This is an optimization exercise on Yosys and OpenROAD, whose aim is small area, a short achievable clock period and few clock cycles per item, not a production implementation. RTL that was checked went through simulation tests only; none was proved equivalent to the original.

==> inputs of tundra <==
==> flow/design.v <==
package md5_pkg;
  typedef logic [31:0] word_t;
  typedef logic [512-1:0] block_t;
  typedef logic [128-1:0] digest_t;  
  typedef enum logic [1:0] {
    ROUND_F,
    ROUND_G,
    ROUND_H,
    ROUND_I
  } round_e;
  typedef enum logic {
    STAGE_IDLE,
    STAGE_BUSY
  } stage_state_e;
  localparam digest_t md5_init = {32'h10325476, 32'h98badcfe, 32'hefcdab89, 32'h67452301};
  function automatic word_t md5_k(logic [5:0] step);
    case (step)
      6'd0: md5_k = 32'hd76aa478;
      6'd1: md5_k = 32'he8c7b756;
      6'd2: md5_k = 32'h242070db;
      6'd3: md5_k = 32'hc1bdceee;
      6'd4: md5_k = 32'hf57c0faf;
      6'd5: md5_k = 32'h4787c62a;
      6'd6: md5_k = 32'ha8304613;
      6'd7: md5_k = 32'hfd469501;
      6'd8: md5_k = 32'h698098d8;
      6'd9: md5_k = 32'h8b44f7af;
      6'd10: md5_k = 32'hffff5bb1;
      6'd11: md5_k = 32'h895cd7be;
      6'd12: md5_k = 32'h6b901122;
      6'd13: md5_k = 32'hfd987193;
      6'd14: md5_k = 32'ha679438e;
      6'd15: md5_k = 32'h49b40821;
      6'd16: md5_k = 32'hf61e2562;
      6'd17: md5_k = 32'hc040b340;
      6'd18: md5_k = 32'h265e5a51;
      6'd19: md5_k = 32'he9b6c7aa;
      6'd20: md5_k = 32'hd62f105d;
      6'd21: md5_k = 32'h02441453;
      6'd22: md5_k = 32'hd8a1e681;
      6'd23: md5_k = 32'he7d3fbc8;
      6'd24: md5_k = 32'h21e1cde6;
      6'd25: md5_k = 32'hc33707d6;
      6'd26: md5_k = 32'hf4d50d87;
      6'd27: md5_k = 32'h455a14ed;
      6'd28: md5_k = 32'ha9e3e905;
      6'd29: md5_k = 32'hfcefa3f8;
      6'd30: md5_k = 32'h676f02d9;
      6'd31: md5_k = 32'h8d2a4c8a;
      6'd32: md5_k = 32'hfffa3942;
      6'd33: md5_k = 32'h8771f681;
      6'd34: md5_k = 32'h6d9d6122;
      6'd35: md5_k = 32'hfde5380c;
      6'd36: md5_k = 32'ha4beea44;
      6'd37: md5_k = 32'h4bdecfa9;
      6'd38: md5_k = 32'hf6bb4b60;
      6'd39: md5_k = 32'hbebfbc70;
      6'd40: md5_k = 32'h289b7ec6;
      6'd41: md5_k = 32'heaa127fa;
      6'd42: md5_k = 32'hd4ef3085;
      6'd43: md5_k = 32'h04881d05;
      6'd44: md5_k = 32'hd9d4d039;
      6'd45: md5_k = 32'he6db99e5;
      6'd46: md5_k = 32'h1fa27cf8;
      6'd47: md5_k = 32'hc4ac5665;
      6'd48: md5_k = 32'hf4292244;
      6'd49: md5_k = 32'h432aff97;
      6'd50: md5_k = 32'hab9423a7;
      6'd51: md5_k = 32'hfc93a039;
      6'd52: md5_k = 32'h655b59c3;
      6'd53: md5_k = 32'h8f0ccc92;
      6'd54: md5_k = 32'hffeff47d;
      6'd55: md5_k = 32'h85845dd1;
      6'd56: md5_k = 32'h6fa87e4f;
      6'd57: md5_k = 32'hfe2ce6e0;
      6'd58: md5_k = 32'ha3014314;
      6'd59: md5_k = 32'h4e0811a1;
      6'd60: md5_k = 32'hf7537e82;
      6'd61: md5_k = 32'hbd3af235;
      6'd62: md5_k = 32'h2ad7d2bb;
      default: md5_k = 32'heb86d391;
    endcase
  endfunction
  function automatic logic [4:0] md5_shift(round_e round, logic [5:0] step);
    case ({round, step[1:0]})
      4'd0: md5_shift = 5'd7;
      4'd1: md5_shift = 5'd12;
      4'd2: md5_shift = 5'd17;
      4'd3: md5_shift = 5'd22;
      4'd4: md5_shift = 5'd5;
      4'd5: md5_shift = 5'd9;
      4'd6: md5_shift = 5'd14;
      4'd7: md5_shift = 5'd20;
      4'd8: md5_shift = 5'd4;
      4'd9: md5_shift = 5'd11;
      4'd10: md5_shift = 5'd16;
      4'd11: md5_shift = 5'd23;
      4'd12: md5_shift = 5'd6;
      4'd13: md5_shift = 5'd10;
      4'd14: md5_shift = 5'd15;
      default: md5_shift = 5'd21;
    endcase
  endfunction
endpackage
`timescale 1ns/1ps
module md5_block_loader #(
  parameter int NCORE = 4
) (
  input  logic   clk,
  input  logic   arst_n,
  input  logic   start,
  input  logic   available_read,
  input  logic   available_write,
  input  logic   read_data_valid,
  input  logic   done_rd_data,
  input  logic   done_wr_data,
  input  logic [NCORE-1:0] core_ok,
  output logic   request_read,
  output logic [NCORE-1:0] core_load,
  output logic   done
);
  logic       pending_q;  
  logic [1:0] ans_q;      
  logic [1:0] nxt;
  logic       issue;
  assign nxt   = read_data_valid ? (ans_q + 2'd1) : ans_q;
  assign issue = start && available_read && available_write
                 && (!pending_q || read_data_valid) && core_ok[nxt];
  always_comb begin
    core_load = '0;
    core_load[ans_q] = read_data_valid;
  end
  always_ff @(posedge clk or negedge arst_n) begin
    if (!arst_n) begin
      request_read <= 1'b0;
      pending_q    <= 1'b0;
      ans_q        <= '0;
      done         <= 1'b0;
    end else begin
      request_read <= issue;
      done         <= done_rd_data & done_wr_data;
      if (issue) begin
        pending_q <= 1'b1;
      end else if (read_data_valid) begin
        pending_q <= 1'b0;
      end
      if (read_data_valid) begin
        ans_q <= ans_q + 2'd1;
      end
    end
  end
endmodule
`timescale 1ns/1ps
module md5_round_stage (
  input  logic    clk,
  input  logic    arst_n,
  input  logic    load,       
  input  md5_pkg::block_t  load_data,
  output logic    req_ok,     
  output logic    fin,        
  output md5_pkg::digest_t state  
);
  localparam md5_pkg::digest_t IV = md5_pkg::md5_init;
  md5_pkg::block_t m_q;
  logic            full_q;    
  logic            run_q;
  logic [5:0]      cnt_q;     
  logic [5:0]      pidx_q;    
  logic [3:0]      g_q;       
  md5_pkg::word_t  a_q, b_q, c_q, d_q, p_q;
  logic           go;
  logic           run_n;
  logic [5:0]     pidx_n;
  logic [3:0]     g_n;
  md5_pkg::word_t a_n, p_n;
  md5_pkg::word_t f, sum_w, rot1, rot_w, b_new;
  logic [1:0]     sh_lo;
  logic [2:0]     sh_hi;
  assign go     = full_q && !run_q;
  assign run_n  = go || (run_q && (cnt_q != 6'd63));
  assign req_ok = !full_q && (!run_q || (cnt_q >= 6'd60));
  always_comb begin
    pidx_n = go ? 6'd1 : ((run_q && (cnt_q != 6'd63)) ? (cnt_q + 6'd2) : 6'd0);
    case (pidx_n[5:4])
      2'd0: g_n = pidx_n[3:0];
      2'd1: g_n = pidx_n[3:0] * 4'd5 + 4'd1;
      2'd2: g_n = pidx_n[3:0] * 4'd3 + 4'd5;
      default: g_n = pidx_n[3:0] * 4'd7;
    endcase
  end
  always_comb begin
    a_n = run_q ? d_q : IV[31:0];
    p_n = a_n + md5_pkg::md5_k(pidx_q) + m_q[32*g_q +: 32];
  end
  always_comb begin
    case ({cnt_q[5:4], cnt_q[1:0]})
      4'd0:  {sh_hi, sh_lo} = {3'd1, 2'd3};  
      4'd1:  {sh_hi, sh_lo} = {3'd3, 2'd0};  
      4'd2:  {sh_hi, sh_lo} = {3'd4, 2'd1};  
      4'd3:  {sh_hi, sh_lo} = {3'd5, 2'd2};  
      4'd4:  {sh_hi, sh_lo} = {3'd1, 2'd1};  
      4'd5:  {sh_hi, sh_lo} = {3'd2, 2'd1};  
      4'd6:  {sh_hi, sh_lo} = {3'd3, 2'd2};  
      4'd7:  {sh_hi, sh_lo} = {3'd5, 2'd0};  
      4'd8:  {sh_hi, sh_lo} = {3'd1, 2'd0};  
      4'd9:  {sh_hi, sh_lo} = {3'd2, 2'd3};  
      4'd10: {sh_hi, sh_lo} = {3'd4, 2'd0};  
      4'd11: {sh_hi, sh_lo} = {3'd5, 2'd3};  
      4'd12: {sh_hi, sh_lo} = {3'd1, 2'd2};  
      4'd13: {sh_hi, sh_lo} = {3'd2, 2'd2};  
      4'd14: {sh_hi, sh_lo} = {3'd3, 2'd3};  
      default: {sh_hi, sh_lo} = {3'd5, 2'd1};  
    endcase
  end
  always_comb begin
    case (cnt_q[5:4])
      2'd0: f = (b_q & c_q) | (~b_q & d_q);
      2'd1: f = (b_q & d_q) | (c_q & ~d_q);
      2'd2: f = b_q ^ c_q ^ d_q;
      default: f = c_q ^ (b_q | ~d_q);
    endcase
    sum_w = p_q + f;
    case (sh_lo)
      2'd0: rot1 = sum_w;
      2'd1: rot1 = {sum_w[30:0], sum_w[31]};
      2'd2: rot1 = {sum_w[29:0], sum_w[31:30]};
      default: rot1 = {sum_w[28:0], sum_w[31:29]};
    endcase
    case (sh_hi)
      3'd1: rot_w = {rot1[27:0], rot1[31:28]};
      3'd2: rot_w = {rot1[23:0], rot1[31:24]};
      3'd3: rot_w = {rot1[19:0], rot1[31:20]};
      3'd4: rot_w = {rot1[15:0], rot1[31:16]};
      default: rot_w = {rot1[11:0], rot1[31:12]};
    endcase
    b_new = b_q + rot_w;
  end
  always_ff @(posedge clk or negedge arst_n) begin
    if (!arst_n) begin
      full_q <= 1'b0;
      run_q  <= 1'b0;
      cnt_q  <= '0;
      fin    <= 1'b0;
    end else begin
      fin   <= run_q && (cnt_q == 6'd63);
      run_q <= run_n;
      if (load) begin
        full_q <= 1'b1;
      end else if (go) begin
        full_q <= 1'b0;
      end
      if (go) begin
        cnt_q <= '0;
      end else if (run_q) begin
        cnt_q <= cnt_q + 6'd1;
      end
    end
  end
  always_ff @(posedge clk) begin
    if (load) begin
      m_q <= load_data;
    end
    pidx_q <= pidx_n;
    g_q    <= g_n;
    p_q    <= p_n;
    if (go) begin
      {d_q, c_q, b_q, a_q} <= IV;
    end else begin
      a_q <= d_q;
      b_q <= b_new;
      c_q <= b_q;
      d_q <= c_q;
    end
  end
  assign state = {d_q, c_q, b_q, a_q};
endmodule
`timescale 1ns/1ps
module md5_digest_packer (
  input  logic    clk,
  input  logic    [3:0] fin,
  input  md5_pkg::digest_t st0,
  input  md5_pkg::digest_t st1,
  input  md5_pkg::digest_t st2,
  input  md5_pkg::digest_t st3,
  output logic    request_write,
  output md5_pkg::block_t  write_data
);
  localparam md5_pkg::digest_t IV = md5_pkg::md5_init;
  md5_pkg::digest_t slot0_q, slot1_q, slot2_q;
  md5_pkg::digest_t st, dig;
  always_comb begin
    st = ({128{fin[0]}} & st0) | ({128{fin[1]}} & st1)
       | ({128{fin[2]}} & st2) | ({128{fin[3]}} & st3);
    for (int w = 0; w < 4; w++) begin
      dig[32*w +: 32] = st[32*w +: 32] + IV[32*w +: 32];
    end
  end
  always_ff @(posedge clk) begin
    if (fin[0]) slot0_q <= dig;
    if (fin[1]) slot1_q <= dig;
    if (fin[2]) slot2_q <= dig;
  end
  assign request_write = fin[3];
  assign write_data    = {dig, slot2_q, slot1_q, slot0_q};
endmodule
`timescale 1ns/1ps
module md5_accel_top (
  input  logic   clk,
  input  logic   arst_n,
  input  logic   start,
  input  logic   available_read,
  input  logic   available_write,
  input  logic   read_data_valid,
  input  md5_pkg::block_t read_data,
  input  logic   done_rd_data,
  input  logic   done_wr_data,
  output logic   request_read,
  output logic   request_write,
  output md5_pkg::block_t write_data,
  output logic   done
);
  localparam int NCORE = 4;
  logic [NCORE-1:0] core_ok;
  logic [NCORE-1:0] core_load;
  logic [NCORE-1:0] core_fin;
  md5_pkg::digest_t core_dig [NCORE];
  md5_block_loader #(
    .NCORE (NCORE)
  ) u_loader (
    .clk             (clk),
    .arst_n          (arst_n),
    .start           (start),
    .available_read  (available_read),
    .available_write (available_write),
    .read_data_valid (read_data_valid),
    .done_rd_data    (done_rd_data),
    .done_wr_data    (done_wr_data),
    .core_ok         (core_ok),
    .request_read    (request_read),
    .core_load       (core_load),
    .done            (done)
  );
  for (genvar i = 0; i < NCORE; i++) begin : g_core
    md5_round_stage u_core (
      .clk       (clk),
      .arst_n    (arst_n),
      .load      (core_load[i]),
      .load_data (read_data),
      .req_ok    (core_ok[i]),
      .fin       (core_fin[i]),
      .state     (core_dig[i])
    );
  end
  md5_digest_packer u_packer (
    .clk           (clk),
    .fin           (core_fin),
    .st0           (core_dig[0]),
    .st1           (core_dig[1]),
    .st2           (core_dig[2]),
    .st3           (core_dig[3]),
    .request_write (request_write),
    .write_data    (write_data)
  );
endmodule
==> flow/run.sh <==
#!/bin/bash
# synth_recipe.tcl (not shown) runs the flow's synth.tcl, then flattens the netlist and writes it again
# the make line also repeats each setting of config.mk as NAME=value (left out here)
make -C /OpenROAD-flow-scripts/flow DESIGN_CONFIG=/design/flow/config.mk WORK_HOME=/design/flow/orfs CLKGATE_MAP_FILE= SYNTH_SCRIPT=/design/flow/synth_recipe.tcl finish
==> flow/config.mk <==
export PLATFORM = sky130hd
export DESIGN_NAME = md5_accel_top
export DESIGN_NICKNAME = md5_accel_top
export VERILOG_FILES = /design/flow/design.v
export SDC_FILE = /design/flow/constraint.sdc
export NUM_CORES = 4
export LEC_CHECK = 0
export CAP_MARGIN = 20
export CORE_MARGIN = 2
export CORE_UTILIZATION = 40
export SETUP_SLACK_MARGIN = 5
export SLEW_MARGIN = 20
==> flow/constraint.sdc <==
create_clock -name core_clock -period 11.5 [get_ports {clk}]
set_input_delay 2.3000 -clock core_clock [delete_from_list [all_inputs] [get_ports {clk}]]
set_output_delay 2.3000 -clock core_clock [all_outputs]
set_load 0.01 [all_outputs]
==> indigo: changes against tundra <==
==> flow/design.v, changed modules only <==
module md5_round_stage (
  input  logic    clk,
  input  logic    arst_n,
  input  logic    load,       
  input  md5_pkg::block_t  load_data,
  output logic    req_ok,     
  output logic    fin,        
  output md5_pkg::digest_t state  
);
  localparam md5_pkg::digest_t IV = md5_pkg::md5_init;
  md5_pkg::block_t m_q;
  logic            full_q;    
  logic            run_q;
  logic [5:0]      cnt_q;     
  logic [5:0]      pidx_q;    
  logic [3:0]      g_q;       
  md5_pkg::word_t  a_q, b_q, c_q, d_q, p_q;
  logic           go;
  logic           run_n;
  logic [5:0]     pidx_n;
  logic [3:0]     g_n;
  md5_pkg::word_t a_n, p_n;
  md5_pkg::word_t f, sum_w, rot1, rot_w, b_new;
  assign go     = full_q && !run_q;
  assign run_n  = go || (run_q && (cnt_q != 6'd63));
  assign req_ok = !full_q && (!run_q || (cnt_q >= 6'd60));
  always_comb begin
    pidx_n = go ? 6'd1 : ((run_q && (cnt_q != 6'd63)) ? (cnt_q + 6'd2) : 6'd0);
    case (pidx_n[5:4])
      2'd0: g_n = pidx_n[3:0];
      2'd1: g_n = pidx_n[3:0] * 4'd5 + 4'd1;
      2'd2: g_n = pidx_n[3:0] * 4'd3 + 4'd5;
      default: g_n = pidx_n[3:0] * 4'd7;
    endcase
  end
  always_comb begin
    a_n = run_q ? d_q : IV[31:0];
    p_n = a_n + md5_pkg::md5_k(pidx_q) + m_q[32*g_q +: 32];
  end
  logic [5:0] cnt_n;
  logic [3:0] rnd_n, rnd_q;
  logic [3:0] lo_n, lo_q;
  logic [4:0] hi_n, hi_q;
  logic [1:0] sh_lo_n;
  logic [2:0] sh_hi_n;
  always_comb begin
    cnt_n = go ? 6'd0 : (run_q ? (cnt_q + 6'd1) : cnt_q);
    case ({cnt_n[5:4], cnt_n[1:0]})
      4'd0:  {sh_hi_n, sh_lo_n} = {3'd1, 2'd3};  
      4'd1:  {sh_hi_n, sh_lo_n} = {3'd3, 2'd0};  
      4'd2:  {sh_hi_n, sh_lo_n} = {3'd4, 2'd1};  
      4'd3:  {sh_hi_n, sh_lo_n} = {3'd5, 2'd2};  
      4'd4:  {sh_hi_n, sh_lo_n} = {3'd1, 2'd1};  
      4'd5:  {sh_hi_n, sh_lo_n} = {3'd2, 2'd1};  
      4'd6:  {sh_hi_n, sh_lo_n} = {3'd3, 2'd2};  
      4'd7:  {sh_hi_n, sh_lo_n} = {3'd5, 2'd0};  
      4'd8:  {sh_hi_n, sh_lo_n} = {3'd1, 2'd0};  
      4'd9:  {sh_hi_n, sh_lo_n} = {3'd2, 2'd3};  
      4'd10: {sh_hi_n, sh_lo_n} = {3'd4, 2'd0};  
      4'd11: {sh_hi_n, sh_lo_n} = {3'd5, 2'd3};  
      4'd12: {sh_hi_n, sh_lo_n} = {3'd1, 2'd2};  
      4'd13: {sh_hi_n, sh_lo_n} = {3'd2, 2'd2};  
      4'd14: {sh_hi_n, sh_lo_n} = {3'd3, 2'd3};  
      default: {sh_hi_n, sh_lo_n} = {3'd5, 2'd1};  
    endcase
    rnd_n = 4'b0001 << cnt_n[5:4];
    lo_n  = 4'b0001 << sh_lo_n;
    hi_n  = 5'b00001 << (sh_hi_n - 3'd1);
  end
  always_ff @(posedge clk) begin
    rnd_q <= rnd_n;
    lo_q  <= lo_n;
    hi_q  <= hi_n;
  end
  always_comb begin
    f = ({32{rnd_q[0]}} & ((b_q & c_q) | (~b_q & d_q)))
      | ({32{rnd_q[1]}} & ((b_q & d_q) | (c_q & ~d_q)))
      | ({32{rnd_q[2]}} & (b_q ^ c_q ^ d_q))
      | ({32{rnd_q[3]}} & (c_q ^ (b_q | ~d_q)));
    sum_w = p_q + f;
    rot1 = ({32{lo_q[0]}} & sum_w)
         | ({32{lo_q[1]}} & {sum_w[30:0], sum_w[31]})
         | ({32{lo_q[2]}} & {sum_w[29:0], sum_w[31:30]})
         | ({32{lo_q[3]}} & {sum_w[28:0], sum_w[31:29]});
    rot_w = ({32{hi_q[0]}} & {rot1[27:0], rot1[31:28]})
          | ({32{hi_q[1]}} & {rot1[23:0], rot1[31:24]})
          | ({32{hi_q[2]}} & {rot1[19:0], rot1[31:20]})
          | ({32{hi_q[3]}} & {rot1[15:0], rot1[31:16]})
          | ({32{hi_q[4]}} & {rot1[11:0], rot1[31:12]});
    b_new = b_q + rot_w;
  end
  always_ff @(posedge clk or negedge arst_n) begin
    if (!arst_n) begin
      full_q <= 1'b0;
      run_q  <= 1'b0;
      cnt_q  <= '0;
      fin    <= 1'b0;
    end else begin
      fin   <= run_q && (cnt_q == 6'd63);
      run_q <= run_n;
      if (load) begin
        full_q <= 1'b1;
      end else if (go) begin
        full_q <= 1'b0;
      end
      cnt_q <= cnt_n;
    end
  end
  always_ff @(posedge clk) begin
    if (load) begin
      m_q <= load_data;
    end
    pidx_q <= pidx_n;
    g_q    <= g_n;
    p_q    <= p_n;
    if (go) begin
      {d_q, c_q, b_q, a_q} <= IV;
    end else begin
      a_q <= d_q;
      b_q <= b_new;
      c_q <= b_q;
      d_q <= c_q;
    end
  end
  assign state = {d_q, c_q, b_q, a_q};
endmodule
--- a/flow/config.mk
+++ b/flow/config.mk
@@ -11,2 +11,3 @@
 export SETUP_SLACK_MARGIN = 5
 export SLEW_MARGIN = 20
+export TNS_END_PERCENT = 5
==> pepper: changes against tundra <==
==> flow/design.v, changed modules only <==
module md5_round_stage (
  input  logic    clk,
  input  logic    arst_n,
  input  logic    load,       
  input  md5_pkg::block_t  load_data,
  output logic    req_ok,     
  output logic    fin,        
  output md5_pkg::digest_t digest  
);
  localparam md5_pkg::digest_t IV = md5_pkg::md5_init;
  md5_pkg::block_t m_q;
  logic            full_q;    
  logic            run_q;
  logic [5:0]      cnt_q;
  md5_pkg::word_t  a_q, b_q, c_q, d_q, p_q;
  logic           go;
  logic [5:0]     idx_n;
  logic [3:0]     g_n;
  md5_pkg::word_t a_n, p_n;
  md5_pkg::word_t f, sum_w, rot_w, b_new;
  logic [4:0]     sh;
  assign go     = full_q && !run_q;
  assign req_ok = !full_q && (!run_q || (cnt_q >= 6'd60));
  always_comb begin
    idx_n = run_q ? (cnt_q + 6'd1) : 6'd0;
    a_n   = run_q ? d_q : IV[31:0];
    case (idx_n[5:4])
      2'd0: g_n = idx_n[3:0];
      2'd1: g_n = idx_n[3:0] * 4'd5 + 4'd1;
      2'd2: g_n = idx_n[3:0] * 4'd3 + 4'd5;
      default: g_n = idx_n[3:0] * 4'd7;
    endcase
    p_n = a_n + md5_pkg::md5_k(idx_n) + m_q[32*g_n +: 32];
  end
  always_comb begin
    case (cnt_q[5:4])
      2'd0: f = (b_q & c_q) | (~b_q & d_q);
      2'd1: f = (b_q & d_q) | (c_q & ~d_q);
      2'd2: f = b_q ^ c_q ^ d_q;
      default: f = c_q ^ (b_q | ~d_q);
    endcase
    sh    = md5_pkg::md5_shift(md5_pkg::round_e'(cnt_q[5:4]), cnt_q);
    sum_w = p_q + f;
    rot_w = (sum_w << sh) | (sum_w >> (6'd32 - {1'b0, sh}));
    b_new = b_q + rot_w;
  end
  always_ff @(posedge clk or negedge arst_n) begin
    if (!arst_n) begin
      full_q <= 1'b0;
      run_q  <= 1'b0;
      cnt_q  <= '0;
      fin    <= 1'b0;
    end else begin
      fin <= run_q && (cnt_q == 6'd63);
      if (load) begin
        full_q <= 1'b1;
      end else if (go) begin
        full_q <= 1'b0;
      end
      if (go) begin
        run_q <= 1'b1;
        cnt_q <= '0;
      end else if (run_q) begin
        cnt_q <= cnt_q + 6'd1;
        if (cnt_q == 6'd63) run_q <= 1'b0;
      end
    end
  end
  always_ff @(posedge clk) begin
    if (load) begin
      m_q <= load_data;
    end
    p_q <= p_n;
    if (go) begin
      {d_q, c_q, b_q, a_q} <= IV;
    end else if (run_q) begin
      a_q <= d_q;
      b_q <= b_new;
      c_q <= b_q;
      d_q <= c_q;
    end
  end
  always_comb begin
    digest[31:0]   = a_q + IV[31:0];
    digest[63:32]  = b_q + IV[63:32];
    digest[95:64]  = c_q + IV[95:64];
    digest[127:96] = d_q + IV[127:96];
  end
endmodule
module md5_digest_packer (
  input  logic    clk,
  input  logic    [3:0] fin,
  input  md5_pkg::digest_t dig0,
  input  md5_pkg::digest_t dig1,
  input  md5_pkg::digest_t dig2,
  input  md5_pkg::digest_t dig3,
  output logic    request_write,
  output md5_pkg::block_t  write_data
);
  md5_pkg::digest_t slot0_q, slot1_q, slot2_q;
  always_ff @(posedge clk) begin
    if (fin[0]) slot0_q <= dig0;
    if (fin[1]) slot1_q <= dig1;
    if (fin[2]) slot2_q <= dig2;
  end
  assign request_write = fin[3];
  assign write_data    = {dig3, slot2_q, slot1_q, slot0_q};
endmodule
module md5_accel_top (
  input  logic   clk,
  input  logic   arst_n,
  input  logic   start,
  input  logic   available_read,
  input  logic   available_write,
  input  logic   read_data_valid,
  input  md5_pkg::block_t read_data,
  input  logic   done_rd_data,
  input  logic   done_wr_data,
  output logic   request_read,
  output logic   request_write,
  output md5_pkg::block_t write_data,
  output logic   done
);
  localparam int NCORE = 4;
  logic [NCORE-1:0] core_ok;
  logic [NCORE-1:0] core_load;
  logic [NCORE-1:0] core_fin;
  md5_pkg::digest_t core_dig [NCORE];
  md5_block_loader #(
    .NCORE (NCORE)
  ) u_loader (
    .clk             (clk),
    .arst_n          (arst_n),
    .start           (start),
    .available_read  (available_read),
    .available_write (available_write),
    .read_data_valid (read_data_valid),
    .done_rd_data    (done_rd_data),
    .done_wr_data    (done_wr_data),
    .core_ok         (core_ok),
    .request_read    (request_read),
    .core_load       (core_load),
    .done            (done)
  );
  for (genvar i = 0; i < NCORE; i++) begin : g_core
    md5_round_stage u_core (
      .clk       (clk),
      .arst_n    (arst_n),
      .load      (core_load[i]),
      .load_data (read_data),
      .req_ok    (core_ok[i]),
      .fin       (core_fin[i]),
      .digest    (core_dig[i])
    );
  end
  md5_digest_packer u_packer (
    .clk           (clk),
    .fin           (core_fin),
    .dig0          (core_dig[0]),
    .dig1          (core_dig[1]),
    .dig2          (core_dig[2]),
    .dig3          (core_dig[3]),
    .request_write (request_write),
    .write_data    (write_data)
  );
endmodule
--- a/flow/config.mk
+++ b/flow/config.mk
@@ -9,4 +9,3 @@
 export CORE_MARGIN = 2
 export CORE_UTILIZATION = 40
-export SETUP_SLACK_MARGIN = 5
 export SLEW_MARGIN = 20
==> notes <==
- Worst setup slack, highest first: tundra, indigo, pepper.
- Between pepper and indigo, the lower non-clock buffer count is in pepper (gap 257).
- Clock skew: indigo > tundra > pepper.
- Die area: indigo < tundra < pepper.
- Between indigo and pepper, the lower register-to-register slack is in pepper (gap 3200 ps).
- Synthesized cell count: indigo < tundra < pepper.
==> figures <==
| metric | tundra | indigo | pepper |
|---|---|---|---|
| Initial core utilization | 40.1% | 40.1% | 40.2% |
| Cell at the slowest stage of the critical path | dfrtp_4 | clkdlybuf4s50_1 | mux4_4 |
| Post-Syn Instances | 13800 | 13600 | 16700 |
| Final core utilization | 50.8% | 48.9% | 46.5% |
| Worst hold stages | 1 | 1 | 2 |
| Startpoint of the most critical register-to-register path | g_core[3].u_core.cnt_q[5] | g_core[3].u_core.d_q[5] | g_core[2].u_core.cnt_q[0] |
| Ys async rst share | 1.26% | 1.24% | 1.32% |
| Multi-input combinational cell area | 79000 µm² | 73300 µm² | 83100 µm² |
| Maximum fanout along the worst path | 8 | 6 | 36 |
| Run status | finished clean | finished clean | finished clean |
| Number of detailed-routing iterations run before antenna repair | 7 | 15 | 9 |
Testbench counts of pepper, summed over its fixed seeds: cycles 8,798, items 512.
No functional check of the RTL was part of tundra and indigo.

-- separate check: timing with driven ports --
How much do the figures lean on ideal ports? The routed layouts below were timed once more, with nothing changed but the port constraints. Step 1 assumes that a clkbuf_16 drives the clock port and a buf_2 every other input. Step 2 also shifts input and output timing later by t, the mid clock arrival at the registers, as if the neighbouring blocks saw the same clock. Slacks: ideal / step 1 / step 2; pairs: ideal / step 1.
run | t (ns) | slack for setup (ns) | clock arrival spread, ns | worst register clock-pin slew, ns | worst data-port slew with drivers (ns)
tundra | 1.093 | 4.172 / 4.163 / 4.172 | 0.098 / 0.098 | 0.07 / 0.07 | 0.23
indigo | 1.078 | 4.154 / 4.029 / 4.436 | 0.108 / 0.108 | 0.07 / 0.07 | 0.40
pepper | 1.082 | 1.223 / 1.223 / 1.223 | 0.089 / 0.088 | 0.07 / 0.07 | 0.41
After both steps setup and hold are still met in every run listed.
